This design comes from an exercise in tuning for small area on the open sky130 flow, not from production work. The RTL was checked by simulation tests, not by an equivalence proof against the original design. Power is estimated from default activity; no workload was simulated.

<file path="design/flow/config.mk">
export PLATFORM = sky130hd
export DESIGN_NAME = instruction_memory_sync
export DESIGN_NICKNAME = instruction_memory_sync
export VERILOG_FILES = /design/flow/design.v
export SDC_FILE = /design/flow/constraint.sdc
export NUM_CORES = 4
export LEC_CHECK = 0
export CAP_MARGIN = 20
export CORE_MARGIN = 2
export CORE_UTILIZATION = 55
export PLACE_DENSITY = 0.75
export SLEW_MARGIN = 20
export SYNTH_HIERARCHICAL = 1
</file>
<file path="design/flow/constraint.sdc">
create_clock -name core_clock -period 5.0 [get_ports {clk}]
set_input_delay 1.0000 -clock core_clock [delete_from_list [all_inputs] [get_ports {clk}]]
set_output_delay 1.0000 -clock core_clock [all_outputs]
set_load 0.01 [all_outputs]
</file>
<file path="design/flow/design.v">
module imem_array
#(
    parameter int DATA_W = 32,
    parameter int DEPTH  = 64
) (
    input  logic              clk,
    input  logic [DEPTH-1:0]  wset,
    input  logic [DEPTH-1:0]  wkeep,
    input  logic [DATA_W-1:0] wdata,
    input  logic              wref,
    output logic [DATA_W-1:0] rdata,
    output logic              rref
);
    logic [DEPTH-1:0] col_q [DATA_W];
    logic [DEPTH-1:0] ref_q;
    for (genvar r = 0; r < DEPTH; r++) begin : g_row
        for (genvar b = 0; b < DATA_W; b++) begin : g_bit
            imem_cell u_cell (
                .clk  (clk),
                .set  (wset[r]),
                .keep (wkeep[r]),
                .d    (wdata[b]),
                .q    (col_q[b][r])
            );
        end
        imem_cell u_ref (
            .clk  (clk),
            .set  (wset[r]),
            .keep (wkeep[r]),
            .d    (wref),
            .q    (ref_q[r])
        );
    end
    for (genvar b = 0; b < DATA_W; b++) begin : g_rd
        imem_col_read #(.DEPTH(DEPTH)) u_rd (.d(col_q[b]), .sel_n(wkeep), .y(rdata[b]));
    end
    imem_col_read #(.DEPTH(DEPTH)) u_rd_ref (.d(ref_q), .sel_n(wkeep), .y(rref));
endmodule
module imem_col_read
#(
    parameter int DEPTH = 64
) (
    input  logic [DEPTH-1:0] d,
    input  logic [DEPTH-1:0] sel_n,
    output logic             y
);
    assign y = &(d | sel_n);
endmodule
module imem_cell (
    input  logic clk,
    input  logic set,
    input  logic keep,
    input  logic d,
    output logic q
);
    always_ff @(posedge clk) begin
        q <= ~((set | q) & (keep | d));
    end
endmodule
module instruction_memory_sync
#(
    parameter int                DATA_W    = 32,
    parameter int                ADDR_W    = 32,
    parameter int                DEPTH     = 64,
    parameter logic [DATA_W-1:0] NOP_INSTR = DATA_W'(32'h0000_0000)
) (
    input  logic                     clk,
    input  logic                     reset,
    input  logic [ADDR_W-1:0]        pc_i,
    input  logic                     rd_en,
    input  logic                     stall,
    input  logic                     flush,
    input  logic                     ld_en,
    input  logic                     ld_we,
    input  logic [$clog2(DEPTH)-1:0] ld_addr,
    input  logic [DATA_W-1:0]        ld_data,
    output logic [DATA_W-1:0]        instr_o,
    output logic                     instr_valid,
    output logic                     fault_misaligned,
    output logic                     fault_range,
    output logic                     ld_busy,
    output logic [$clog2(DEPTH):0]   ld_count
);
    localparam int AW = $clog2(DEPTH);
    localparam int CW = AW + 1;
    logic [1:0]        state;
    logic              misaligned;
    logic              out_of_range;
    logic              in_run;
    logic              in_load;
    logic              run_go;
    logic              fetch;
    logic              hold;
    logic              ld_wr;
    logic [DEPTH-1:0]  wset;
    logic [DEPTH-1:0]  wkeep;
    logic [1:0]        state_next;
    logic              wfill;
    logic [DATA_W-1:0] mem_rdata;
    logic              mem_rref;
    logic [DATA_W-1:0] instr_q;
    logic              iref_q;
    assign misaligned   = (pc_i[1:0] != 2'b00);
    assign out_of_range = (pc_i[ADDR_W-1:AW+2] != '0);
    assign in_run       = (state == 2'b00);
    assign in_load      = (state == 2'b01);
    assign run_go       = !reset && in_run && !ld_en && !flush;
    assign fetch        = run_go && !stall && rd_en && !misaligned && !out_of_range;
    assign hold         = run_go && stall;
    assign ld_wr        = ld_en && ld_we && !reset;
    always_comb begin
        if (reset) begin
            state_next = 2'b00;
        end else begin
            case (state)
                2'b00:   state_next = ld_en ? 2'b01 : 2'b00;
                2'b01:   state_next = ld_en ? 2'b01 : 2'b10;
                default: state_next = 2'b00;
            endcase
        end
    end
    always_ff @(posedge clk) begin
        state <= state_next;
        wfill <= !state_next[0];
    end
    always_ff @(posedge clk) begin
        if (!run_go) begin
            instr_valid      <= 1'b0;
            fault_misaligned <= 1'b0;
            fault_range      <= 1'b0;
        end else if (!stall) begin
            instr_valid      <= rd_en && !misaligned && !out_of_range;
            fault_misaligned <= rd_en && misaligned;
            fault_range      <= rd_en && !misaligned && out_of_range;
        end
    end
    always_ff @(posedge clk) begin
        if (reset || (in_run && ld_en)) begin
            ld_count <= '0;
        end else if (in_load && ld_wr && ld_count != CW'(DEPTH)) begin
            ld_count <= ld_count + CW'(1);
        end
    end
    logic [AW-1:0]     row_addr;
    logic [DATA_W-1:0] wdata;
    logic              row_wr;
    logic              row_act;
    assign row_addr = state[0] ? ld_addr : pc_i[AW+1:2];
    assign row_wr   = in_load && ld_wr;
    assign row_act  = (state[0] && ld_wr) || fetch;
    assign wdata    = ld_data | {DATA_W{wfill}};
    for (genvar r = 0; r < DEPTH; r++) begin : g_dec
        assign wset[r]  = row_wr && (row_addr == AW'(r));
        assign wkeep[r] = !(row_act && (row_addr == AW'(r)));
    end
    imem_array #(
        .DATA_W (DATA_W),
        .DEPTH  (DEPTH)
    ) u_array (
        .clk   (clk),
        .wset  (wset),
        .wkeep (wkeep),
        .wdata (wdata),
        .wref  (wfill),
        .rdata (mem_rdata),
        .rref  (mem_rref)
    );
    always_ff @(posedge clk) begin
        instr_q <= (fetch ? mem_rdata : '0) | (hold ? instr_q : '0);
        iref_q  <= (fetch && mem_rref) || (hold && iref_q);
    end
    assign instr_o = (instr_q ^ {DATA_W{iref_q}}) | (instr_valid ? DATA_W'(0) : NOP_INSTR);
    assign ld_busy = !in_run;
endmodule
</file>
<file path="design/flow/flow/run.sh">
#!/bin/bash
# The standard layout (standard.sh), with two changes passed to ORFS through
# its own variables:
#  - CTS: clock buffers of one type (clkbuf_16) in sink clusters of up to 34
#    flip-flops, and no dummy loads added for balancing;
#  - port buffering: every input and output port still gets its own buffer,
#    a buf_1 instead of the default choice.
# Each tool's full output goes to the ORFS logs under orfs/logs/; the make
# output of the whole run goes to standard.log here.
set -euo pipefail
export CTS_ARGS="-sink_clustering_enable -repair_clock_nets -dont_use_dummy_load -buf_list sky130_fd_sc_hd__clkbuf_16 -sink_clustering_size 34 -sink_clustering_max_diameter 72"
export BUFFER_PORTS_ARGS="-buffer_cell sky130_fd_sc_hd__buf_1"
bash standard.sh > standard.log 2>&1
</file>
<file path="design/flow/standard.sh">
#!/bin/bash
# synth_recipe.tcl (not shown) runs the flow's synth.tcl, then flattens the netlist and writes it again
# the make line also repeats each setting of config.mk as NAME=value (left out here)
make -C /OpenROAD-flow-scripts/flow DESIGN_CONFIG=/design/flow/config.mk WORK_HOME=/design/flow/orfs CLKGATE_MAP_FILE= SYNTH_SCRIPT=/design/flow/synth_recipe.tcl "${@:-finish}"
</file>
==> flow_summary.json, run 1 <==
{
  "run_status": "timing/DRC/antenna clean",
  "chipWidth_um": 357.9,
  "grt_max_degree": 67,
  "cp_data_arrival_time_ns": 5.22,
  "dpl.hpwl_mm": 156.8,
  "report.power.total_uw": 27190,
  "worstPathRequired_ns": 5.59,
  "design_area_sq_um": 77480,
  "tritoncts_clock_tree": "yes",
  "finalHoldViolations": 0,
  "peakVddDrop_mv": 0.2774,
  "postCtsSetupBuffers": 0,
  "fin_skew_ns": 0.08538,
  "postCtsHoldBufs": 0,
  "highest_layer": "met5",
  "synthDominantCellAreaShare_pct": 62.73,
  "crit_path_cell_trace": "nand2_2 > nor3b_4 > buf_12 > buf_4 > o21ai_4 > buf_4 > o22ai_1 > nor2_1 > nand4_1 > nor4_2 > a22o_1",
  "layout_common_cells": "sky130_fd_sc_hd__o22ai_1 (3170), sky130_fd_sc_hd__dfxtp_1 (2156), sky130_fd_sc_hd__nor2_1 (533)",
  "ff2ff_path_depth": 11,
  "hold-path-cell-count": 1,
  "final.fill_count": 10013,
  "maxcap_violations": 0,
  "rr_startpoint": "state[0]",
  "crit_slowest_cell": "sky130_fd_sc_hd__nor3b_4",
  "totalWireLength_mm": 246.4,
  "setup.worst_path.start_class": "flop",
  "globalRouteOverflowTotal": 0,
  "timing.reg2reg.setup_slack_ns": 0.37,
  "timing.setup.tns_ns": 0,
  "final.min_clock_period_ns": 4.631,
  "vias_cell": 7.408,
  "synthArstFlopShare_pct": 0,
  "synthesis_to_layout_area_growth_pct": 12.50,
  "slew-limit-headroom_pct": 16.97,
  "number_of_h_tree_branching_levels": 3,
  "synthesis.area_sq_um": 68870,
  "synth.lib_cells_used.distinct": 41,
  "port_buffers": 119,
  "synth_top_flop_cell": "sky130_fd_sc_hd__dfxtp_1",
  "post-route-period-util_pct": 92.62,
  "part_of_the_yosys_area_used_for_sequential_elements_pct": 62.73,
  "wl_met3_mm": 28.55,
  "die_height_um": 357.9,
  "final-setup-viol-count": 0,
  "synth_nets": 6506,
  "crit_path_max_incr_delay_ns": 0.93,
  "power.density_nw_per_um2": 350.9,
  "m1WireLength_mm": 96.69,
  "post_cts_resized": 0,
  "site_rows": 129,
  "final_layout_size_suffix_gt1_share_pct": 8.796,
  "worst_setup_path_end_kind": "flop",
  "final.setup.worst_slack_ns": 0.3690,
  "remaining_drc_errors": 0,
  "timing_worst_setup_path_type": "flop to flop",
  "route.detailed.wl_per_inst_um": 28.93,
  "syn_avg_cell_area_sq_um": 10.72,
  "cts-root-buf": "sky130_fd_sc_hd__clkbuf_16",
  "ys_top_cells_by_area": "sky130_fd_sc_hd__dfxtp_1 (63%), sky130_fd_sc_hd__o22ai_1 (29%), sky130_fd_sc_hd__nor2_1 (3.3%)",
  "via_count_of_the_first_global_routing_pass": 57656,
  "gp_routability_congestion": 0.9704,
  "placeableCoreArea_sq_um": 124000,
  "layout_commonest_cell": "sky130_fd_sc_hd__o22ai_1",
  "synthesis.yosys.warnings": 10,
  "rsz0062_at_grt": "false",
  "cpLargestDelayFamily": "simple AND/OR/NAND/NOR gates",
  "r2r_end": "instr_q[19]",
  "slew_viol_final": 0,
  "placement.cell_area_sq_um": 74960,
  "antenna_found_initial": 6,
  "grt_pass1_wl_mm": 361.1,
  "register_bit_total_from_synthesis": 2158,
  "max_clock_freq_mhz": 215.9,
  "met2_length_mm": 105.5,
  "worst_hold_path.endpoint": "u_array.g_row[0].g_bit[9].u_cell.q",
  "path_max_fanout": 38,
  "dr.pass1.iters": 6,
  "synth.largest_area_cell": "sky130_fd_sc_hd__dfxtp_1",
  "postSynthCellCount": 6427,
  "worstMarginPinSlew_ns": 1.245,
  "clk-insertion-delay-late_ns": 0.77,
  "place.detailed.instances": 8415,
  "grt.total_usage_pct": 36.86,
  "path_common_cell": "sky130_fd_sc_hd__buf_4",
  "finish.net_count": 6959,
  "min_path_type": "flop to flop",
  "die_area_sq_um": 128100,
  "cellLeakagePower_uw": 0.02966,
  "dp_slack_ns": 0.02595,
  "floorplan.initialDensity_pct": 55.56,
  "ioPinCount": 120,
  "post_layout_nonfiller_instances": 8517,
  "tritoncts.num_buffers": 100,
  "hp-start": "u_array.g_row[0].g_bit[9].u_cell.q",
  "cts.reportedPaths.clkPinSlew_ns": 0.09,
  "drt_iter0_drc": 8340,
  "dr_total_vias": 63098,
  "cp_num_buf_inv": 3,
  "final_antenna_net_count": 0,
  "cts_sinks": 2158,
  "ctsLongestPathBuffers": 3,
  "number_of_enable_flip_flop_cells_after_synthesis": 0
}
[synth_stat cells, types with 7 or more instances]
master and n:
sky130_fd_sc_hd__o22ai_2 14, sky130_fd_sc_hd__o21ai_1 8, sky130_fd_sc_hd__clkbuf_1 16, sky130_fd_sc_hd__nand2_1 10, sky130_fd_sc_hd__nand4_1 102, sky130_fd_sc_hd__nor4_1 39, sky130_fd_sc_hd__a22o_1 33, sky130_fd_sc_hd__xor2_1 32
sky130_fd_sc_hd__o22ai_1 3170, sky130_fd_sc_hd__clkbuf_2 8, sky130_fd_sc_hd__buf_2 10, sky130_fd_sc_hd__buf_6 9, sky130_fd_sc_hd__nor2_1 597, sky130_fd_sc_hd__o21ai_0 59, sky130_fd_sc_hd__or2_2 32, sky130_fd_sc_hd__nand3_1 35
sky130_fd_sc_hd__nor4_2 35, sky130_fd_sc_hd__dfxtp_1 2158, sky130_fd_sc_hd__and3b_1 7
[worst register-to-register path, cell delays in order (launching register included)]
cell and delay [ns]:
sky130_fd_sc_hd__dfxtp_1 0.92, sky130_fd_sc_hd__nand2_2 0.32, sky130_fd_sc_hd__nor3b_4 0.93, sky130_fd_sc_hd__buf_12 0.36
sky130_fd_sc_hd__buf_4 0.28, sky130_fd_sc_hd__o21ai_4 0.26, sky130_fd_sc_hd__buf_4 0.39, sky130_fd_sc_hd__o22ai_1 0.23
sky130_fd_sc_hd__nor2_1 0.11, sky130_fd_sc_hd__nand4_1 0.39, sky130_fd_sc_hd__nor4_2 0.11, sky130_fd_sc_hd__a22o_1 0.22
[report_power, final]
group	switching, uW	internal (uW)
logic	515	286
registers	158	17400
clock network	5210	3570
total	5880	21300
[area by class of cell]
type	count	area (sq um)	area share (%)
Clock buffer	100	2502	3.230
Inverter	6	22.52	0.02907
Tap cell	1637	2048	2.644
Antenna cell	2	5.005	0.006460
Timing Repair Buffer	395	3395	4.381
Sequential cell	2158	43210	55.77
Multi-Input combinational cell	4219	26300	33.94
[flip-flops by register name (all words and copies together) (netlist names), 2 cells and up]
register,cells
instr_q,32
u_array.g_row.g_bit.u_cell.q,2048
state,2
ld_count,7
u_array.g_row.u_ref.q,64
[Yosys stat by module (local to each module, per instance), a selection]
module / times used / cells
instruction_memory_sync: 1 / 487
imem_cell: 2112 / 2
[cell families (layout without fill, tap and decap cells)]
logic type	count (synthesis)	count (layout)	share of synthesized area [%]
AOI/OAI and AO/OA	3292	3292	30.06
buffers and inverters	50	501	0.4088
DFF	2158	2158	62.73
xor gates and xnor gates	35	35	0.4451
muxes	4	4	0.05814
other	0	2	0
and+or+nand+nor	886	886	6.264
adders and majority gates	2	2	0.03633
[stage by stage]
stage                     hold slack (ns)  util, %
after floorplan                    0.4352        -
after global placement             0.4402    60.47
after detailed placement           0.4414    60.47
after CTS                          0.4573    62.49
after global routing               0.4664    62.50
final                              0.4578    62.50
[layer usage]
| metal | global-route usage [%] | up-vias |
|---|---|---|
| met4 | 21.46 | 8 |
| li1 | - | 27567 |
| met1 | 49.25 | 31148 |
| met5 | 0 | - |
| met3 | 9.023 | 648 |
| met2 | 54.46 | 3727 |
[worst max-delay path by stage]
stage                   from           to  slack (ns)  cells after the start
floorplan              rd_en       iref_q        0.21                     11
global route        state[0]  instr_q[19]        0.34                     11
CTS                 state[0]  instr_q[16]        0.48                     12
detailed placement     reset  instr_q[16]        0.03                     13
global placement       reset  instr_q[16]        0.06                     13
finish              state[0]  instr_q[19]        0.37                     11
==> inputs of run 2 (changes only) <==
--- a/design/flow/flow/run.sh
+++ b/design/flow/flow/run.sh
@@ -3,3 +3,3 @@
 # its own variables:
-#  - CTS: clock buffers of one type (clkbuf_16) in sink clusters of up to 34
+#  - CTS: clock buffers of one type (clkbuf_16) in sink clusters of up to 30
 #    flip-flops, and no dummy loads added for balancing;
@@ -10,3 +10,3 @@
 set -euo pipefail
-export CTS_ARGS="-sink_clustering_enable -repair_clock_nets -dont_use_dummy_load -buf_list sky130_fd_sc_hd__clkbuf_16 -sink_clustering_size 34 -sink_clustering_max_diameter 72"
+export CTS_ARGS="-sink_clustering_enable -repair_clock_nets -dont_use_dummy_load -buf_list sky130_fd_sc_hd__clkbuf_16 -sink_clustering_size 30 -sink_clustering_max_diameter 60"
 export BUFFER_PORTS_ARGS="-buffer_cell sky130_fd_sc_hd__buf_1"
==> run 2 against run 1 <==
Net effect: final area grew 0.96%; clock power up 15%; flip-flop and latch count did not move; clock skew decreased by 0.029 ns; combinational power barely moved; sequential power hardly changed; sequential share of layout area is 0.53 points lower.
==> flow_summary.json, run 2 <==
{
  "worstPathRequired_ns": 5.66,
  "worst_setup_path_end_kind": "flop",
  "post-route-period-util_pct": 91.41,
  "ys_top_cells_by_area": "sky130_fd_sc_hd__dfxtp_1 (63%), sky130_fd_sc_hd__o22ai_1 (29%), sky130_fd_sc_hd__nor2_1 (3.3%)",
  "worstMarginPinSlew_ns": 1.224,
  "min_path_type": "flop to flop",
  "die_area_sq_um": 128100,
  "ioPinCount": 120,
  "placeableCoreArea_sq_um": 124000,
  "flip_flop_count_of_the_largest_register_after_layout": 2048,
  "path_max_fanout": 38,
  "register_bit_total_from_synthesis": 2158,
  "r2r_end": "instr_q[19]",
  "synthesis_to_layout_area_growth_pct": 13.59,
  "synth_top_flop_cell": "sky130_fd_sc_hd__dfxtp_1",
  "hold-path-cell-count": 1,
  "cts-root-buf": "sky130_fd_sc_hd__clkbuf_16",
  "finish.utilization_pct": 63.11,
  "synth.lib_cells_used.distinct": 41,
  "worst_hold_path.endpoint": "u_array.g_row[57].g_bit[0].u_cell.q",
  "place.detailed.instances": 8415,
  "ctsLongestPathBuffers": 3,
  "synthesis.yosys.warnings": 10,
  "dr_total_vias": 63336,
  "cts.reportedPaths.clkPinSlew_ns": 0.07,
  "final_antenna_net_count": 0,
  "fin_skew_ns": 0.05655,
  "layout_common_cells": "sky130_fd_sc_hd__o22ai_1 (3170), sky130_fd_sc_hd__dfxtp_1 (2156), sky130_fd_sc_hd__nor2_1 (533)",
  "rsz0062_at_grt": "false",
  "postCtsHoldBufs": 0,
  "number_of_h_tree_branching_levels": 4,
  "slew_viol_final": 0,
  "totalWireLength_mm": 247.5,
  "dp_slack_ns": 0.02595,
  "maxcap_violations": 0,
  "layout_commonest_cell": "sky130_fd_sc_hd__o22ai_1",
  "hp-start": "u_array.g_row[57].g_bit[0].u_cell.q",
  "finalHoldViolations": 0,
  "timing.reg2reg.setup_slack_ns": 0.43,
  "site_rows": 129,
  "setup.worst_path.start_class": "flop",
  "postCtsSetupBuffers": 0,
  "cts_sinks": 2158,
  "peakVddDrop_mv": 0.3622,
  "final_layout_size_suffix_gt1_share_pct": 9.192,
  "power.density_nw_per_um2": 363.9,
  "synthArstFlopShare_pct": 0,
  "clk-insertion-delay-late_ns": 0.81,
  "synth_cell_count_leaders": "sky130_fd_sc_hd__o22ai_1 (3170), sky130_fd_sc_hd__dfxtp_1 (2158), sky130_fd_sc_hd__nor2_1 (597)",
  "port_buffers": 119,
  "dr.pass1.iters": 6,
  "synth_nets": 6506,
  "part_of_the_yosys_area_used_for_sequential_elements_pct": 62.73,
  "post_layout_nonfiller_instances": 8545,
  "rr_startpoint": "state[0]",
  "ff2ff_path_depth": 11,
  "synthesis.area_sq_um": 68870,
  "synth_most_common_cell": "sky130_fd_sc_hd__o22ai_1",
  "post_cts_resized": 0,
  "finish.net_count": 6989,
  "chipWidth_um": 357.9,
  "grt.total_usage_pct": 37.19,
  "die_height_um": 357.9,
  "drt_iter0_drc": 8386,
  "postSynthCellCount": 6427,
  "tritoncts.num_buffers": 130,
  "largestRegisters": "u_array.g_row.g_bit.u_cell.q: 2048 flops, u_array.g_row.u_ref.q: 64 flops, instr_q: 32 flops",
  "run_status": "timing/DRC/antenna clean",
  "antennaDiodeCount": 0,
  "max_flop_register": "u_array.g_row.g_bit.u_cell.q",
  "design_area_sq_um": 78230,
  "grt_pass1_wl_mm": 362.9,
  "dpl.hpwl_mm": 156.8,
  "synth.largest_area_cell": "sky130_fd_sc_hd__dfxtp_1",
  "antenna_found_initial": 3,
  "timing.setup.tns_ns": 0,
  "grt_max_degree": 67,
  "vias_cell": 7.412,
  "route.detailed.wl_per_inst_um": 28.96,
  "remaining_drc_errors": 0,
  "cellLeakagePower_uw": 0.03003,
  "final.setup.worst_slack_ns": 0.4297,
  "final-setup-viol-count": 0,
  "number_of_enable_flip_flop_cells_after_synthesis": 0,
  "via_count_of_the_first_global_routing_pass": 58125,
  "tritoncts_clock_tree": "yes",
  "final.min_clock_period_ns": 4.570,
  "placement.cell_area_sq_um": 74960,
  "globalRouteOverflowTotal": 0,
  "gp_routability_congestion": 0.9704,
  "cp_data_arrival_time_ns": 5.23,
  "floorplan.initialDensity_pct": 55.56,
  "slew-limit-headroom_pct": 18.34,
  "max_clock_freq_mhz": 218.8,
  "synthDominantCellAreaShare_pct": 62.73,
  "timing_worst_setup_path_type": "flop to flop",
  "syn_avg_cell_area_sq_um": 10.72
}
-- run 2: report_power, final --
group / internal [uW] / switching (uW) / leakage (uW)
Sequential: 17400 / 158 / 0.0197
Clock: 4620 / 5440 / 0.00160
Combinational: 286 / 514 / 0.00872
-- run 2: how the worst max path moves through the flow --
stage / start / to / slack, ns / cells past startpoint
after floorplan: rd_en / iref_q / 0.21 / 11
after global placement: reset / instr_q[16] / 0.06 / 13
after detailed placement: reset / instr_q[16] / 0.03 / 13
after CTS: state[0] / instr_q[16] / 0.49 / 12
after global routing: state[0] / instr_q[19] / 0.32 / 11
final: state[0] / instr_q[19] / 0.43 / 11
-- run 2: cell type report --
class	count	area (sq um)
Tap cell	1637	2048
Timing Repair Buffer	395	3395
Multi-Input combinational cell	4219	26300
Clock buffer	130	3253
Sequential cell	2158	43210
Fill cell	9897	45730
Inverter	6	22.52
-- run 2: modules after synthesis, one instance, submodules excluded, a selection --
module                   area (sq um)  flops+latches
instruction_memory_sync          3631             46
imem_cell                       26.28              1
-- run 2: through the flow --
stage	power (uW)	hold WS, ns
after floorplan	18410	0.4352
after global placement	18720	0.4402
after detailed placement	18760	0.4414
after CTS	28400	0.4573
after global routing	29130	0.4666
final	28460	0.4568
-- run 2: cell families after synthesis --
logic type | after synthesis | synth area share, %
flip-flops | 2158 | 62.73
AND/OR/NAND/NOR | 886 | 6.264
buffers and inverters | 50 | 0.4088
multiplexers | 4 | 0.05814
XOR/XNOR | 35 | 0.4451
AO/OA/AOI/OAI | 3292 | 30.06
adder cells (fa/ha/maj) | 2 | 0.03633
-- run 2: layer usage --
metal / routed length (um) / track usage (%) / vias up
li1: - / - / 27605
met1: 95420 / 49.02 / 31144
met2: 106100 / 54.75 / 3865
met3: 29540 / 9.852 / 716
met4: 16330 / 22.49 / 6
met5: 69 / 0.2593 / -
-- run 2: critical path: stages (launching register included) --
cell and delay (ns):
sky130_fd_sc_hd__dfxtp_1 0.92, sky130_fd_sc_hd__nand2_2 0.31, sky130_fd_sc_hd__nor3b_4 0.90, sky130_fd_sc_hd__buf_12 0.35, sky130_fd_sc_hd__buf_4 0.25, sky130_fd_sc_hd__o21ai_4 0.26
sky130_fd_sc_hd__buf_4 0.38, sky130_fd_sc_hd__o22ai_1 0.21, sky130_fd_sc_hd__nor2_1 0.11, sky130_fd_sc_hd__nand4_1 0.40, sky130_fd_sc_hd__nor4_2 0.11, sky130_fd_sc_hd__a22o_1 0.21
==> inputs of run 3 (changes only) <==
--- a/design/flow/config.mk
+++ b/design/flow/config.mk
@@ -9,4 +9,4 @@
 export CORE_MARGIN = 2
-export CORE_UTILIZATION = 55
-export PLACE_DENSITY = 0.75
+export CORE_UTILIZATION = 60
+export PLACE_DENSITY = 0.85
 export SLEW_MARGIN = 20
==> run 3 against run 2 <==
Net effect: register-to-register slack about the same; hold slack improved by 0.00079 ns; synthesized cell count unchanged; largest cell class unchanged; largest power group unchanged; highest routed layer unchanged.
==> flow_summary.json, run 3 <==
{
  "run_status": "timing/DRC/antenna clean",
  "synthArstFlopShare_pct": 0,
  "antenna_found_initial": 11,
  "int_power_uw": 21760,
  "syn_avg_cell_area_sq_um": 10.72,
  "post_cts_resized": 0,
  "share_seq_of_total_power_pct": 63.4,
  "flip_flop_count_of_the_largest_register_after_layout": 2048,
  "min_path_type": "flop to flop",
  "startpoint": "state[0]",
  "tritoncts_clock_tree": "yes",
  "layout_commonest_cell": "sky130_fd_sc_hd__o22ai_1",
  "worstPathRequired_ns": 5.72,
  "hp-start": "u_array.g_row[12].g_bit[18].u_cell.q",
  "cts-root-buf": "sky130_fd_sc_hd__clkbuf_16",
  "timing.reg2reg.setup_slack_ns": 0.44,
  "final_antenna_net_count": 0,
  "dp_slack_ns": 0.2714,
  "synthesis.area_sq_um": 68870,
  "postCtsHoldBufs": 0,
  "gp_routability_congestion": 0.9829,
  "timing_worst_setup_path_type": "flop to flop",
  "synth_most_common_cell": "sky130_fd_sc_hd__o22ai_1",
  "via_count_of_the_first_global_routing_pass": 60808,
  "dr.pass1.iters": 8,
  "synth.largest_area_cell": "sky130_fd_sc_hd__dfxtp_1",
  "placement.cell_area_sq_um": 74760,
  "die_height_um": 342.8,
  "vias_cell": 7.765,
  "synthesis_to_layout_area_growth_pct": 12.97,
  "synth.lib_cells_used.distinct": 41,
  "clk-insertion-delay-late_ns": 0.80,
  "dpl.hpwl_mm": 157.6,
  "clockPowerShare_pct": 33.7,
  "route.detailed.wl_per_inst_um": 29.98,
  "ys_top_cells_by_area": "sky130_fd_sc_hd__dfxtp_1 (63%), sky130_fd_sc_hd__o22ai_1 (29%), sky130_fd_sc_hd__nor2_1 (3.3%)",
  "cp_data_arrival_time_ns": 5.28,
  "synthDominantCellAreaShare_pct": 62.73,
  "power.density_nw_per_um2": 357.1,
  "postCtsSetupBuffers": 0,
  "grt.total_usage_pct": 41.03,
  "final_layout_size_suffix_gt1_share_pct": 9.544,
  "crit_slowest_cell": "sky130_fd_sc_hd__o21ai_4",
  "worstMarginPinSlew_ns": 1.291,
  "gr-max-usage-layer": "met2",
  "multi_input_area_sq_um": 26290,
  "grt_pass1_wl_mm": 369.3,
  "final.min_clock_period_ns": 4.561,
  "worst_setup_path_end_kind": "flop",
  "floorplan.initialDensity_pct": 60.39,
  "tritoncts.num_buffers": 114,
  "power.switching_fraction_pct": 21.67,
  "path_max_fanout": 36,
  "remaining_drc_errors": 0,
  "slew-limit-headroom_pct": 13.95,
  "finish.net_count": 7017,
  "pwr-share-comb_pct": 2.9,
  "use_met1_pct": 50.82,
  "timing.setup.tns_ns": 0,
  "totalWireLength_mm": 253.4,
  "part_of_the_yosys_area_used_for_sequential_elements_pct": 62.73,
  "slew_viol_final": 0,
  "max_clock_freq_mhz": 219.3,
  "placeableCoreArea_sq_um": 114000,
  "synth_cell_count_leaders": "sky130_fd_sc_hd__o22ai_1 (3170), sky130_fd_sc_hd__dfxtp_1 (2158), sky130_fd_sc_hd__nor2_1 (597)",
  "report.power.total_uw": 27780,
  "globalRouteOverflowTotal": 0,
  "ctsLongestPathBuffers": 3,
  "register_bit_total_from_synthesis": 2158,
  "chipWidth_um": 342.8,
  "fin_skew_ns": 0.1013,
  "crit_path_max_incr_delay_ns": 0.95,
  "peakVddDrop_mv": 0.3508,
  "final-setup-viol-count": 0,
  "grt_max_degree": 67,
  "number_of_enable_flip_flop_cells_after_synthesis": 0,
  "rr_startpoint": "state[0]",
  "synth_nets": 6506,
  "maxcap_violations": 0,
  "ff2ff_path_depth": 12,
  "r2r_end": "instr_q[4]",
  "largestRegisters": "u_array.g_row.g_bit.u_cell.q: 2048 flops, u_array.g_row.u_ref.q: 64 flops, instr_q: 32 flops",
  "timing.critical_path.to": "instr_q[4]",
  "cellLeakagePower_uw": 0.02992,
  "site_rows": 124,
  "final.fill_count": 8022,
  "max_flop_register": "u_array.g_row.g_bit.u_cell.q",
  "final.setup.worst_slack_ns": 0.4394,
  "cts_sinks": 2158,
  "place.detailed.instances": 8328,
  "port_buffers": 119,
  "post-route-period-util_pct": 91.21,
  "cts.reportedPaths.clkPinSlew_ns": 0.08,
  "finalHoldViolations": 0,
  "rsz0062_at_grt": "false",
  "design_area_sq_um": 77800,
  "drt_iter0_drc": 10086,
  "global_route.usage.met2_pct": 58.93,
  "layout_common_cells": "sky130_fd_sc_hd__o22ai_1 (3170), sky130_fd_sc_hd__dfxtp_1 (2155), sky130_fd_sc_hd__nor2_1 (533)",
  "number_of_h_tree_branching_levels": 3,
  "ioPinCount": 120,
  "global_route.usage.met3_pct": 16.15,
  "synthesis.yosys.warnings": 10,
  "postSynthCellCount": 6427,
  "post_layout_nonfiller_instances": 8452,
  "regArea_sq_um": 43210,
  "synth_top_flop_cell": "sky130_fd_sc_hd__dfxtp_1",
  "die_area_sq_um": 117500,
  "crit_path_cell_trace": "buf_4 > nor2_4 > nand3_1 > nor3_4 > buf_12 > o21ai_4 > buf_4 > o22ai_1 > nor4_1 > nand3_1 > nor4_2 > a22o_1",
  "dr_total_vias": 65628,
  "total_switching_power_uw": 6019,
  "setup.worst_path.start_class": "flop"
}
-- run 3: cell counts after synthesis --
Identical to the previous run, type by type.
-- run 3: Yosys stat by module (local to each module, per instance), a selection --
module / copies in the design / cell area [sq um] / flip-flops and latches
imem_cell: 2112 / 26.28 / 1
instruction_memory_sync: 1 / 3631 / 46
-- run 3: power by group through the flow --
stage	logic, uW	registers [uW]	clock network, uW
floorplan	460	18000	0
global placement	739	18000	0
detailed placement	767	18000	0
CTS	769	17600	9230
global route	826	17600	9860
finish	817	17600	9350
-- run 3: how the worst min path moves through the flow --
stage	end	slack [ns]	cells past startpoint
2_1_floorplan	u_array.g_row[17].g_bit[0].u_cell.q	0.44	1
3_3_place_gp	instr_valid	0.44	1
3_5_place_dp	instr_valid	0.45	1
4_1_cts	u_array.g_row[24].g_bit[29].u_cell.q	0.46	1
5_1_grt	u_array.g_row[53].g_bit[21].u_cell.q	0.47	1
6_report	u_array.g_row[12].g_bit[18].u_cell.q	0.46	1
-- run 3: stage by stage --
stage / hold WS [ns] / utilization (%)
finish: 0.4576 / 68.22
global route: 0.4694 / 68.21
CTS: 0.4573 / 68.06
detailed placement: 0.4452 / 65.56
global placement: 0.4384 / 65.56
floorplan: 0.4352 / -
-- run 3: cells by family (layout without fill, tap and decap cells) --
| family | Yosys count | in the layout | synth area share (%) |
|---|---|---|---|
| DFF | 2158 | 2158 | 62.73 |
| and+or+nand+nor | 886 | 886 | 6.264 |
| adders and majority gates | 2 | 2 | 0.03633 |
| muxes | 4 | 4 | 0.05814 |
| xor gates and xnor gates | 35 | 35 | 0.4451 |
| AOI/OAI and AO/OA | 3292 | 3292 | 30.06 |
| buffers and inverters | 50 | 559 | 0.4088 |
| other | 0 | 4 | 0 |
-- run 3: layout make-up --
cell class | count | share of cell area, %
sequential | 2158 | 55.54
multi-input combinational | 4219 | 33.79
timing repair buffer | 439 | 4.530
clock buffer | 114 | 3.667
tap | 1512 | 2.432
inverter | 6 | 0.02895
antenna | 4 | 0.01287
-- run 3: routing by layer --
metal / wire, um / part of all wire [%]
met5: 98 / 0.039
met4: 19430 / 7.7
met3: 39190 / 15
met2: 105200 / 42
met1: 89490 / 35
-- run 3: critical path, delay by kind of cell, from the launching register on --
family	cells	cell delay, ns
AO/OA/AOI/OAI	3	1.29
flip-flops	1	0.77
AND/OR/NAND/NOR	6	1.48
buffers and inverters	3	0.92
==> inputs of run 4 (changes only) <==
--- a/design/flow/flow/run.sh
+++ b/design/flow/flow/run.sh
@@ -3,3 +3,3 @@
 # its own variables:
-#  - CTS: clock buffers of one type (clkbuf_16) in sink clusters of up to 30
+#  - CTS: clock buffers of one type (clkbuf_16) in sink clusters of up to 32
 #    flip-flops, and no dummy loads added for balancing;
@@ -10,3 +10,3 @@
 set -euo pipefail
-export CTS_ARGS="-sink_clustering_enable -repair_clock_nets -dont_use_dummy_load -buf_list sky130_fd_sc_hd__clkbuf_16 -sink_clustering_size 30 -sink_clustering_max_diameter 60"
+export CTS_ARGS="-sink_clustering_enable -repair_clock_nets -dont_use_dummy_load -buf_list sky130_fd_sc_hd__clkbuf_16 -sink_clustering_size 32 -sink_clustering_max_diameter 66"
 export BUFFER_PORTS_ARGS="-buffer_cell sky130_fd_sc_hd__buf_1"
==> run 4 against run 3 <==
Net effect: non-clock buffer count fell by 2; clock power is 3.9% lower; still clean; combinational power is essentially flat; critical endpoint unchanged; count of clock-buffer cells in the layout shrank 8; synthesized area did not move.
==> flow_summary.json, run 4 <==
{
  "run_status": "timing/DRC/antenna clean",
  "synth_most_common_cell": "sky130_fd_sc_hd__o22ai_1",
  "post_cts_resized": 0,
  "final.min_clock_period_ns": 4.558,
  "slew_viol_final": 0,
  "whs_ns": 0.4564,
  "synthesis.yosys.warnings": 10,
  "gp_routability_congestion": 0.9829,
  "syn_avg_cell_area_sq_um": 10.72,
  "peakVddDrop_mv": 0.3254,
  "synthDominantCellAreaShare_pct": 62.73,
  "globalRouteOverflowTotal": 0,
  "crit_path_cell_trace": "buf_4 > nor2_4 > nand3_1 > nor3_4 > buf_12 > o21ai_4 > buf_4 > o22ai_1 > nor4_1 > nand3_1 > nor4_2 > a22o_1",
  "synth.largest_area_cell": "sky130_fd_sc_hd__dfxtp_1",
  "worstMarginPinSlew_ns": 1.299,
  "flip_flop_count_of_the_largest_register_after_layout": 2048,
  "fin_skew_ns": 0.08248,
  "synthesis_to_layout_area_growth_pct": 12.59,
  "r2r_end": "instr_q[4]",
  "final-setup-viol-count": 0,
  "postCtsSetupBuffers": 0,
  "totalWireLength_mm": 252.3,
  "clk-insertion-delay-late_ns": 0.74,
  "tritoncts_clock_tree": "yes",
  "maxcap_violations": 0,
  "ff2ff_path_depth": 12,
  "grt_pass1_wl_mm": 369.1,
  "slew-limit-headroom_pct": 13.38,
  "dr.pass1.iters": 9,
  "rr_startpoint": "state[0]",
  "vias_cell": 7.759,
  "port_buffers": 119,
  "synth_cell_count_leaders": "sky130_fd_sc_hd__o22ai_1 (3170), sky130_fd_sc_hd__dfxtp_1 (2158), sky130_fd_sc_hd__nor2_1 (597)",
  "ys_top_cells_by_area": "sky130_fd_sc_hd__dfxtp_1 (63%), sky130_fd_sc_hd__o22ai_1 (29%), sky130_fd_sc_hd__nor2_1 (3.3%)",
  "route.detailed.wl_per_inst_um": 29.88,
  "via_count_of_the_first_global_routing_pass": 60563,
  "grt_max_degree": 67,
  "timing.setup.tns_ns": 0,
  "register_bit_total_from_synthesis": 2158,
  "place.detailed.instances": 8328,
  "finish.utilization_pct": 68.00,
  "cts-root-buf": "sky130_fd_sc_hd__clkbuf_16",
  "synth_nets": 6506,
  "part_of_the_yosys_area_used_for_sequential_elements_pct": 62.73,
  "floorplan.initialDensity_pct": 60.39,
  "cp_data_arrival_time_ns": 5.24,
  "finish.net_count": 7007,
  "layout_commonest_cell": "sky130_fd_sc_hd__o22ai_1",
  "drt_iter0_drc": 9872,
  "die_height_um": 342.8,
  "synth_top_flop_cell": "sky130_fd_sc_hd__dfxtp_1",
  "timing.critical_path.to": "instr_q[4]",
  "postSynthCellCount": 6427,
  "largestRegisters": "u_array.g_row.g_bit.u_cell.q: 2048 flops, u_array.g_row.u_ref.q: 64 flops, instr_q: 32 flops",
  "final_layout_size_suffix_gt1_share_pct": 9.414,
  "dpl.hpwl_mm": 157.6,
  "report.power.total_uw": 27420,
  "power.density_nw_per_um2": 353.6,
  "max_flop_register": "u_array.g_row.g_bit.u_cell.q",
  "number_of_enable_flip_flop_cells_after_synthesis": 0,
  "path_max_fanout": 36,
  "antenna_found_initial": 4,
  "chipWidth_um": 342.8,
  "crit_path_max_incr_delay_ns": 0.96,
  "finalHoldViolations": 0,
  "postCtsHoldBufs": 0,
  "worst_setup_path_end_kind": "flop",
  "cellLeakagePower_uw": 0.02980,
  "startpoint": "state[0]",
  "setup.worst_path.start_class": "flop",
  "tritoncts.num_buffers": 106,
  "synth.lib_cells_used.distinct": 41,
  "cpLargestDelayFamily": "simple AND/OR/NAND/NOR gates",
  "cts_sinks": 2158,
  "synthArstFlopShare_pct": 0,
  "rsz0062_at_grt": "false",
  "number_of_h_tree_branching_levels": 3,
  "min_path_type": "flop to flop",
  "post_layout_nonfiller_instances": 8444,
  "final_antenna_net_count": 0,
  "cp_num_buf_inv": 3,
  "synthesis.area_sq_um": 68870,
  "post-route-period-util_pct": 91.15,
  "cts.reportedPaths.clkPinSlew_ns": 0.08,
  "grt.total_usage_pct": 40.98,
  "max_clock_freq_mhz": 219.4,
  "ctsLongestPathBuffers": 3,
  "dr_total_vias": 65514,
  "timing.reg2reg.setup_slack_ns": 0.44,
  "site_rows": 124,
  "worstPathRequired_ns": 5.68,
  "timing_worst_setup_path_type": "flop to flop",
  "remaining_drc_errors": 0,
  "worst-path-stages": 12,
  "crit_slowest_cell": "sky130_fd_sc_hd__o21ai_4",
  "layout_common_cells": "sky130_fd_sc_hd__o22ai_1 (3170), sky130_fd_sc_hd__dfxtp_1 (2155), sky130_fd_sc_hd__nor2_1 (533)",
  "ioPinCount": 120,
  "placeableCoreArea_sq_um": 114000,
  "die_area_sq_um": 117500
}
-- run 4: logic make-up after synthesis --
family | Yosys count | synth area share, %
AO/OA/AOI/OAI | 3292 | 30.06
buffers and inverters | 50 | 0.4088
AND/OR/NAND/NOR | 886 | 6.264
adder cells (fa/ha/maj) | 2 | 0.03633
multiplexers | 4 | 0.05814
flip-flops | 2158 | 62.73
XOR/XNOR | 35 | 0.4451
-- run 4: metal layers --
layer	global-route usage, %	part of all wire [%]	vias to the layer above
met1	51.60	36	31557
met5	2.163	0.14	-
met4	27.94	8.0	4
met3	14.68	15	1146
met2	58.67	41	5178
li1	-	-	27629
-- run 4: stage by stage --
step	area (sq um)	setup WS, ns
CTS	77420	0.3228
finish	77540	0.4424
global route	77520	0.4669
global placement	74760	0.3386
detailed placement	74760	0.2714
floorplan	68870	0.2070
-- run 4: worst min path at each step --
| stage | start | end | slack [ns] | cells after the start |
|---|---|---|---|---|
| 6_report | u_array.g_row[20].g_bit[31].u_cell.q | u_array.g_row[20].g_bit[31].u_cell.q | 0.46 | 1 |
| 3_3_place_gp | instr_valid | instr_valid | 0.44 | 1 |
| 4_1_cts | u_array.g_row[24].g_bit[29].u_cell.q | u_array.g_row[24].g_bit[29].u_cell.q | 0.46 | 1 |
| 2_1_floorplan | u_array.g_row[17].g_bit[0].u_cell.q | u_array.g_row[17].g_bit[0].u_cell.q | 0.44 | 1 |
| 5_1_grt | u_array.g_row[60].g_bit[24].u_cell.q | u_array.g_row[60].g_bit[24].u_cell.q | 0.47 | 1 |
| 3_5_place_dp | instr_valid | instr_valid | 0.45 | 1 |
-- run 4: modules after synthesis (local to each module, per instance), excerpt --
module                   flops+latches  cells  cell area [sq um]  copies in the design
imem_cell                            1      2              26.28                  2112
instruction_memory_sync             46    487               3631                     1
-- run 4: worst reg2reg max path: cells and delay by family (launching register included) --
family / cells / cell delay, ns
buffers and inverters: 3 / 0.93
AND/OR/NAND/NOR: 6 / 1.48
flip-flops: 1 / 0.77
AO/OA/AOI/OAI: 3 / 1.37
-- run 4: cell type report --
cell class | count | area [sq um]
repair buffers | 437 | 3465
diodes | 6 | 15.01
clock buffers | 106 | 2653
well taps | 1512 | 1892
inverters | 6 | 22.52
flip-flops and latches | 2158 | 43210
fillers | 8074 | 36500
multi-input cells | 4219 | 26280
-- run 4: where the power goes --
part	internal, uW	switching, uW	total (uW)
combinational	283	532	815
sequential	17400	165	17600
clock	3770	5220	8990
total	21500	5920	27400
==> inputs of run 5 (changes only) <==
--- a/design/flow/config.mk
+++ b/design/flow/config.mk
@@ -9,4 +9,4 @@
 export CORE_MARGIN = 2
-export CORE_UTILIZATION = 60
-export PLACE_DENSITY = 0.85
+export CORE_UTILIZATION = 55
+export PLACE_DENSITY = 0.75
 export SLEW_MARGIN = 20
==> run 5 against run 4 <==
Net effect: still clean on timing, DRC and antenna; die area rose by 9.0%; core utilization fell by 5.2 points; critical path depth fell by 1; global-route usage fell by 4.0 points; synthesized area did not move; register-to-register slack got worse by 0.03 ns; synthesized cell count did not move; routed wire length fell by 2.3%.
==> flow_summary.json, run 5 <==
{
  "postCtsHoldBufs": 0,
  "slew-limit-headroom_pct": 11.83,
  "synth_cell_count_leaders": "sky130_fd_sc_hd__o22ai_1 (3170), sky130_fd_sc_hd__dfxtp_1 (2158), sky130_fd_sc_hd__nor2_1 (597)",
  "grt_pass1_wl_mm": 362.1,
  "clockPowerShare_pct": 33.7,
  "number_of_h_tree_branching_levels": 3,
  "report.power.total_uw": 27760,
  "remaining_drc_errors": 0,
  "synthDominantCellAreaShare_pct": 62.73,
  "drt_iter0_drc": 8295,
  "syn_avg_cell_area_sq_um": 10.72,
  "number_of_enable_flip_flop_cells_after_synthesis": 0,
  "die_area_sq_um": 128100,
  "final.setup.worst_slack_ns": 0.4163,
  "synth.largest_area_cell": "sky130_fd_sc_hd__dfxtp_1",
  "postSynthCellCount": 6427,
  "dr.pass1.iters": 9,
  "floorplan.initialDensity_pct": 55.56,
  "part_of_the_yosys_area_used_for_sequential_elements_pct": 62.73,
  "largestRegisters": "u_array.g_row.g_bit.u_cell.q: 2048 flops, u_array.g_row.u_ref.q: 64 flops, instr_q: 32 flops",
  "postCtsSetupBuffers": 0,
  "power.density_nw_per_um2": 356.6,
  "worstPathRequired_ns": 5.58,
  "antenna_found_initial": 4,
  "cts_sinks": 2158,
  "synth_most_common_cell": "sky130_fd_sc_hd__o22ai_1",
  "post_layout_nonfiller_instances": 8530,
  "port_buffers": 119,
  "post-route-period-util_pct": 91.67,
  "site_rows": 129,
  "path_max_fanout": 38,
  "min_path_type": "flop to flop",
  "final_antenna_net_count": 0,
  "tritoncts_clock_tree": "yes",
  "final-setup-viol-count": 0,
  "grt_max_degree": 67,
  "layout_common_cells": "sky130_fd_sc_hd__o22ai_1 (3170), sky130_fd_sc_hd__dfxtp_1 (2156), sky130_fd_sc_hd__nor2_1 (533)",
  "die_height_um": 357.9,
  "worst_setup_path_end_kind": "flop",
  "synth_nets": 6506,
  "finalHoldViolations": 0,
  "register_bit_total_from_synthesis": 2158,
  "power.switching_fraction_pct": 21.48,
  "synth.lib_cells_used.distinct": 41,
  "cellLeakagePower_uw": 0.02984,
  "worstMarginPinSlew_ns": 1.321,
  "timing_worst_setup_path_type": "flop to flop",
  "int_power_uw": 21800,
  "synthesis.area_sq_um": 68870,
  "share_seq_of_total_power_pct": 63.4,
  "globalRouteOverflowTotal": 0,
  "via_count_of_the_first_global_routing_pass": 57913,
  "regArea_sq_um": 43210,
  "finish.net_count": 6974,
  "max_flop_register": "u_array.g_row.g_bit.u_cell.q",
  "post_cts_resized": 0,
  "peakVddDrop_mv": 0.3182,
  "rsz0062_at_grt": "false",
  "final.fill_count": 9960,
  "pwr-share-comb_pct": 2.9,
  "maxcap_violations": 0,
  "setup.worst_path.start_class": "flop",
  "final_layout_size_suffix_gt1_share_pct": 8.995,
  "ctsLongestPathBuffers": 3,
  "timing.setup.tns_ns": 0,
  "layout_commonest_cell": "sky130_fd_sc_hd__o22ai_1",
  "cts.reportedPaths.clkPinSlew_ns": 0.07,
  "total_switching_power_uw": 5965,
  "antennaDiodeCount": 0,
  "totalWireLength_mm": 246.6,
  "dr_total_vias": 63215,
  "dp_slack_ns": 0.02595,
  "cp_data_arrival_time_ns": 5.16,
  "placeableCoreArea_sq_um": 124000,
  "synthArstFlopShare_pct": 0,
  "slew_viol_final": 0,
  "vias_cell": 7.411,
  "cts-root-buf": "sky130_fd_sc_hd__clkbuf_16",
  "multi_input_area_sq_um": 26300,
  "clk-insertion-delay-late_ns": 0.77,
  "synthesis_to_layout_area_growth_pct": 13.04,
  "ioPinCount": 120,
  "dpl.hpwl_mm": 156.8,
  "run_status": "timing/DRC/antenna clean",
  "grt.total_usage_pct": 36.96,
  "tritoncts.num_buffers": 115,
  "synth_top_flop_cell": "sky130_fd_sc_hd__dfxtp_1",
  "synthesis.yosys.warnings": 10,
  "finish.utilization_pct": 62.80,
  "fin_skew_ns": 0.09401,
  "chipWidth_um": 357.9,
  "final.min_clock_period_ns": 4.584,
  "place.detailed.instances": 8415,
  "gp_routability_congestion": 0.9704,
  "route.detailed.wl_per_inst_um": 28.91,
  "ys_top_cells_by_area": "sky130_fd_sc_hd__dfxtp_1 (63%), sky130_fd_sc_hd__o22ai_1 (29%), sky130_fd_sc_hd__nor2_1 (3.3%)",
  "max_clock_freq_mhz": 218.2,
  "flip_flop_count_of_the_largest_register_after_layout": 2048
}
-- run 5: changes by cell type in the layout (fill, tap and decap cells not counted), sizes merged --
cell    previous run  this run
buf              437       395
diode              6         0
clkbuf           106       115
-- run 5: power by group through the flow --
stage	clock network, uW	logic (uW)	registers, uW
after floorplan	0	460	18000
after global placement	0	744	18000
after detailed placement	0	770	18000
after CTS	9350	770	17600
after global routing	10000	823	17600
final	9360	801	17600
-- run 5: layout make-up --
cell class | instances | area share, %
Multi-Input combinational cell | 4219 | 33.78
Sequential cell | 2158 | 55.50
Inverter | 6 | 0.02893
Clock buffer | 115 | 3.697
Tap cell | 1637 | 2.631
Timing Repair Buffer | 395 | 4.360
-- run 5: Yosys stat by module (local to each module, per instance), excerpt --
module / cells / flops+latches / times used / cell area [sq um]
imem_cell: 2 / 1 / 2112 / 26.28
instruction_memory_sync: 487 / 46 / 1 / 3631
-- run 5: path summary, 6_finish.rpt --
kind / slack [ns] / start / cells after the start / end
setup / recovery: 0.42 / state[0] / 11 / instr_q[19]
hold / removal: 0.46 / u_array.g_row[19].g_bit[27].u_cell.q / 1 / u_array.g_row[19].g_bit[27].u_cell.q
setup reg to reg: 0.42 / state[0] / 11 / instr_q[19]
hold reg to reg: 0.46 / u_array.g_row[19].g_bit[27].u_cell.q / 1 / u_array.g_row[19].g_bit[27].u_cell.q
-- run 5: through the flow --
step	instance area [sq um]	hold slack [ns]
2_1_floorplan	68870	0.4352
3_3_place_gp	74950	0.4402
3_5_place_dp	74960	0.4414
4_1_cts	77830	0.4577
5_1_grt	77850	0.4669
6_report	77850	0.4562
-- run 5: critical path, cell delays in order, from the launching register on --
cell	delay, ns
sky130_fd_sc_hd__dfxtp_1	0.90
sky130_fd_sc_hd__nand2_2	0.31
sky130_fd_sc_hd__nor3b_4	0.91
sky130_fd_sc_hd__buf_12	0.35
sky130_fd_sc_hd__buf_4	0.24
sky130_fd_sc_hd__o21ai_4	0.25
sky130_fd_sc_hd__buf_4	0.39
sky130_fd_sc_hd__o22ai_1	0.21
sky130_fd_sc_hd__nor2_1	0.11
sky130_fd_sc_hd__nand4_1	0.38
sky130_fd_sc_hd__nor4_2	0.10
sky130_fd_sc_hd__a22o_1	0.22
-- run 5: cells by family (layout without fill, tap and decap cells) --
group | count (synthesis) | count (layout) | synth area share (%)
AOI/OAI and AO/OA | 3292 | 3292 | 30.06
xor gates and xnor gates | 35 | 35 | 0.4451
adders and majority gates | 2 | 2 | 0.03633
buffers and inverters | 50 | 516 | 0.4088
DFF | 2158 | 2158 | 62.73
muxes | 4 | 4 | 0.05814
and+or+nand+nor | 886 | 886 | 6.264
-- run 5: routing by layer --
layer | wire length [um] | vias up | part of all wire (%) | GRT usage [%]
li1 | - | 27585 | - | -
met4 | 15540 | 6 | 6.3 | 20.84
met5 | 39 | - | 0.016 | 0
met1 | 95310 | 31117 | 39 | 49.18
met2 | 106200 | 3832 | 43 | 55.08
met3 | 29460 | 675 | 12 | 9.135

==> what the ideal ports hide <==
No port has a modelled driver above. Below, the same layouts with a new extraction and two added sets of constraints. Step 1, drivers: a clkbuf_16 drives clk and a buf_2 each remaining input, both assumed. Step 2 times the ports against the registers' clock, not the clock port: input delays grow and output delays shrink by t, the midpoint of the rising clock arrivals with the driver on. Three values: ideal, step 1, step 2; two values: the first two.
run	t (ns)	setup slack, ns	worst setup path after step 2	slew at the worst register clock pin (ns)
run 1	0.802	0.369 / 0.369 / 0.011	input to register	0.12 / 0.12
run 2	0.851	0.430 / 0.430 / 0.043	input to register	0.10 / 0.10
run 3	0.818	0.439 / 0.439 / 0.080	input to register	0.11 / 0.11
run 4	0.794	0.442 / 0.442 / 0.110	input to register	0.12 / 0.12
run 5	0.804	0.416 / 0.416 / -0.007	input to register	0.12 / 0.12
Met with ideal ports but missed after step 2: setup timing in run 5. The setup slack of run 5, which loses most, moves by 0.000 ns with the drivers and by -0.423 ns with both steps.
